Context: an optimization exercise on an open-source flow, tuned for small area, a short achievable clock period and few clock cycles. The choices shown serve that exercise and are no tape-out recipe.
Function was checked by simulation only, so behaviour that the tests miss may differ from the original.
No activity file was given, so power comes from the tool's default toggle rates.

// fft_top
module fft_top (
    input  logic       clk,
    input  logic       rst,
    input  logic [2:0] log2n,
    input  logic [7:0] data_in,
    input  logic       data_in_valid,
    output logic       fft_ready,
    output logic       done,
    output logic       error,
    output logic [7:0] data_out,
    output logic       data_out_valid
);
Size in the first run: ~4800 cells after synthesis, ~880 flip-flops, about 41000 um^2 of cells after synthesis.
export LEC_CHECK = 0
export ABC_AREA = 1
export CAP_MARGIN = 20
export CORE_MARGIN = 2
export CORE_UTILIZATION = 40
export SLEW_MARGIN = 20
create_clock -name core_clock -period 15.0 [get_ports {clk}]
standard.sh (not shown) runs the stock make flow with config.mk's settings and CLKGATE_MAP_FILE= SYNTH_SCRIPT=/design/flow/synth_recipe.tcl, a recipe that flattens the netlist after the stock synthesis.
==> flow/flow/run.sh <==
#!/bin/bash
# Standard layout, with the resizer asked for more setup slack than the default
# (same clock, same constraints): its repair_timing steps then also speed up
# the port buffers and the register-to-register paths.
set -euo pipefail
export SETUP_SLACK_MARGIN=${MARGIN:-10.4}
bash standard.sh > make_finish.log 2>&1
The baseline completed without violations.
Testbench counts at the start, summed over its fixed seeds: cycles 4,837.
Rerun with:
--- a/flow/flow/run.sh
+++ b/flow/flow/run.sh
@@ -4,4 +4,4 @@
 # the port buffers and the register-to-register paths.
 set -euo pipefail
-export SETUP_SLACK_MARGIN=${MARGIN:-10.4}
+export SETUP_SLACK_MARGIN=${MARGIN:-11.3}
 bash standard.sh > make_finish.log 2>&1
--- a/flow/config.mk
+++ b/flow/config.mk
@@ -10,3 +10,5 @@
 export CORE_MARGIN = 2
 export CORE_UTILIZATION = 40
+export CTS_CLUSTER_DIAMETER = 100
+export CTS_CLUSTER_SIZE = 30
 export SLEW_MARGIN = 20
Synthesized cell count stays the same. Setup slack improved by 0.36 ns. Global-route usage climbs by 0.21 points. Final cell count drops slightly. Die area stays the same. Worst hold slack improved by 0.017 ns. Clock skew climbs by 0.018 ns. Non-clock buffer count climbs by 52.
Rerun with:
--- a/flow/config.mk
+++ b/flow/config.mk
@@ -10,5 +10,5 @@
 export CORE_MARGIN = 2
 export CORE_UTILIZATION = 40
-export CTS_CLUSTER_DIAMETER = 100
-export CTS_CLUSTER_SIZE = 30
+export CTS_CLUSTER_DIAMETER = 90
+export CTS_CLUSTER_SIZE = 25
 export SLEW_MARGIN = 20
What happened: Total power barely changes. Count of clock-buffer cells in the layout goes up by 11. Worst setup slack gets worse by 0.0094 ns. Synthesized area stays the same. Final area hardly moves. Routed wire length is about the same. Via count is about the same. Flip-flop and latch count does not change. Worst hold slack improves by 0.0082 ns. Clock power is about the same.
Rerun with:
--- a/flow/flow/run.sh
+++ b/flow/flow/run.sh
@@ -4,4 +4,4 @@
 # the port buffers and the register-to-register paths.
 set -euo pipefail
-export SETUP_SLACK_MARGIN=${MARGIN:-11.3}
+export SETUP_SLACK_MARGIN=${MARGIN:-11.0}
 bash standard.sh > make_finish.log 2>&1
--- a/flow/config.mk
+++ b/flow/config.mk
@@ -10,5 +10,3 @@
 export CORE_MARGIN = 2
 export CORE_UTILIZATION = 40
-export CTS_CLUSTER_DIAMETER = 90
-export CTS_CLUSTER_SIZE = 25
 export SLEW_MARGIN = 20
=>
- die area is unchanged
- power goes up by 7.4%
- setup slack is worse by 0.040 ns
- via count hardly moves
- wire length goes up by 1.6%
- final area goes up by 2.6%
Rerun with:
--- a/flow/flow/run.sh
+++ b/flow/flow/run.sh
@@ -4,4 +4,4 @@
 # the port buffers and the register-to-register paths.
 set -euo pipefail
-export SETUP_SLACK_MARGIN=${MARGIN:-11.0}
+export SETUP_SLACK_MARGIN=${MARGIN:-11.5}
 bash standard.sh > make_finish.log 2>&1
Outcome: Worst setup slack is better by 0.012 ns. Sequential power barely changes. Routed wire length came out higher by 2.7%.

* * *

fft_top, a different RTL version from the one above (not shown whole).
Size: ~3500 cells after synthesis, roughly 790 flip-flops, about 33000 sq um of cells after synthesis.
## fft_top
module fft_top (
    input  logic       clk,
    input  logic       rst,
    input  logic [2:0] log2n,
    input  logic [7:0] data_in,
    input  logic       data_in_valid,
    output logic       fft_ready,
    output logic       done,
    output logic       error,
    output logic [7:0] data_out,
    output logic       data_out_valid
);
Settings: LEC_CHECK=0, ABC_AREA=1, CAP_MARGIN=20, CORE_MARGIN=2, CORE_UTILIZATION=60, CTS_CLUSTER_DIAMETER=90, CTS_CLUSTER_SIZE=25, GPL_TIMING_DRIVEN=0, SLEW_MARGIN=20; clock period 15.0 ns.
==> flow/flow/run.sh <==
#!/bin/bash
# Standard layout, with the resizer asked for more setup slack than the default
# (same clock, same constraints): its repair_timing steps then also speed up
# the port buffers and the register-to-register paths.
set -euo pipefail
export SETUP_SLACK_MARGIN=${MARGIN:-11.3}
bash standard.sh > make_finish.log 2>&1
Testbench counts at the start, summed over its fixed seeds: cycles 4,773.
Then changed:
- GPL_ROUTABILITY_DRIVEN: unset -> 0
- GPL_TIMING_DRIVEN: 0 -> unset
What happened: Global-route usage goes down by 1.4 points. Non-clock buffer count goes down by 74. Hold slack hardly moves. Critical path depth does not change. Final cell count goes down slightly. Via count goes down by a few percent. Area after synthesis is unchanged. Power goes down slightly. Sequential share of layout area goes up by 0.54 points. Routed wire length goes down by a few percent.

==> static timing again, ports no longer ideal <==
No port has a modelled driver above. Below, the same layouts with a new extraction and two added sets of constraints.
Step 1 sets driving cells, clkbuf_16 on the clock port and buf_2 on the other inputs (assumed; they add their load-dependent delay and slew).
Step 2 times the ports against the registers' clock, not the clock port: input delays grow and output delays shrink by t, the midpoint of the rising clock arrivals with the driver on.
Slacks: no drivers / after step 1 / after step 2; pairs: no drivers / after step 1.
run | t (ns) | setup slack, ns | hold slack, ns | slew at the worst register clock pin (ns) | pins driven straight from the clock port
the first run of note 1 | 0.728 | 10.466 / 10.403 / 9.933 | 0.297 / 0.297 / 0.297 | 0.07 / 0.07 | 1
the second run of note 1 | 0.683 | 10.826 / 10.760 / 10.637 | 0.314 / 0.314 / 0.314 | 0.12 / 0.12 | 1
the third run of note 1 | 0.701 | 10.816 / 10.751 / 10.618 | 0.322 / 0.322 / 0.322 | 0.11 / 0.11 | 1
the fourth run of note 1 | 0.729 | 10.776 / 10.710 / 10.485 | 0.318 / 0.318 / 0.318 | 0.07 / 0.07 | 1
the fifth run of note 1 | 0.722 | 10.789 / 10.719 / 10.703 | 0.313 / 0.313 / 0.313 | 0.07 / 0.07 | 1
the first run of note 2 | 0.657 | 10.913 / 10.849 / 10.765 | 0.324 / 0.324 / 0.324 | 0.11 / 0.11 | 1
the second run of note 2 | 0.643 | 10.861 / 10.800 / 10.800 | 0.325 / 0.325 / 0.325 | 0.10 / 0.10 | 1
After both steps every run listed still meets setup and hold. The setup slack of the first run of note 1, which loses most, moves by -0.063 ns with the drivers and by -0.533 ns with both steps.
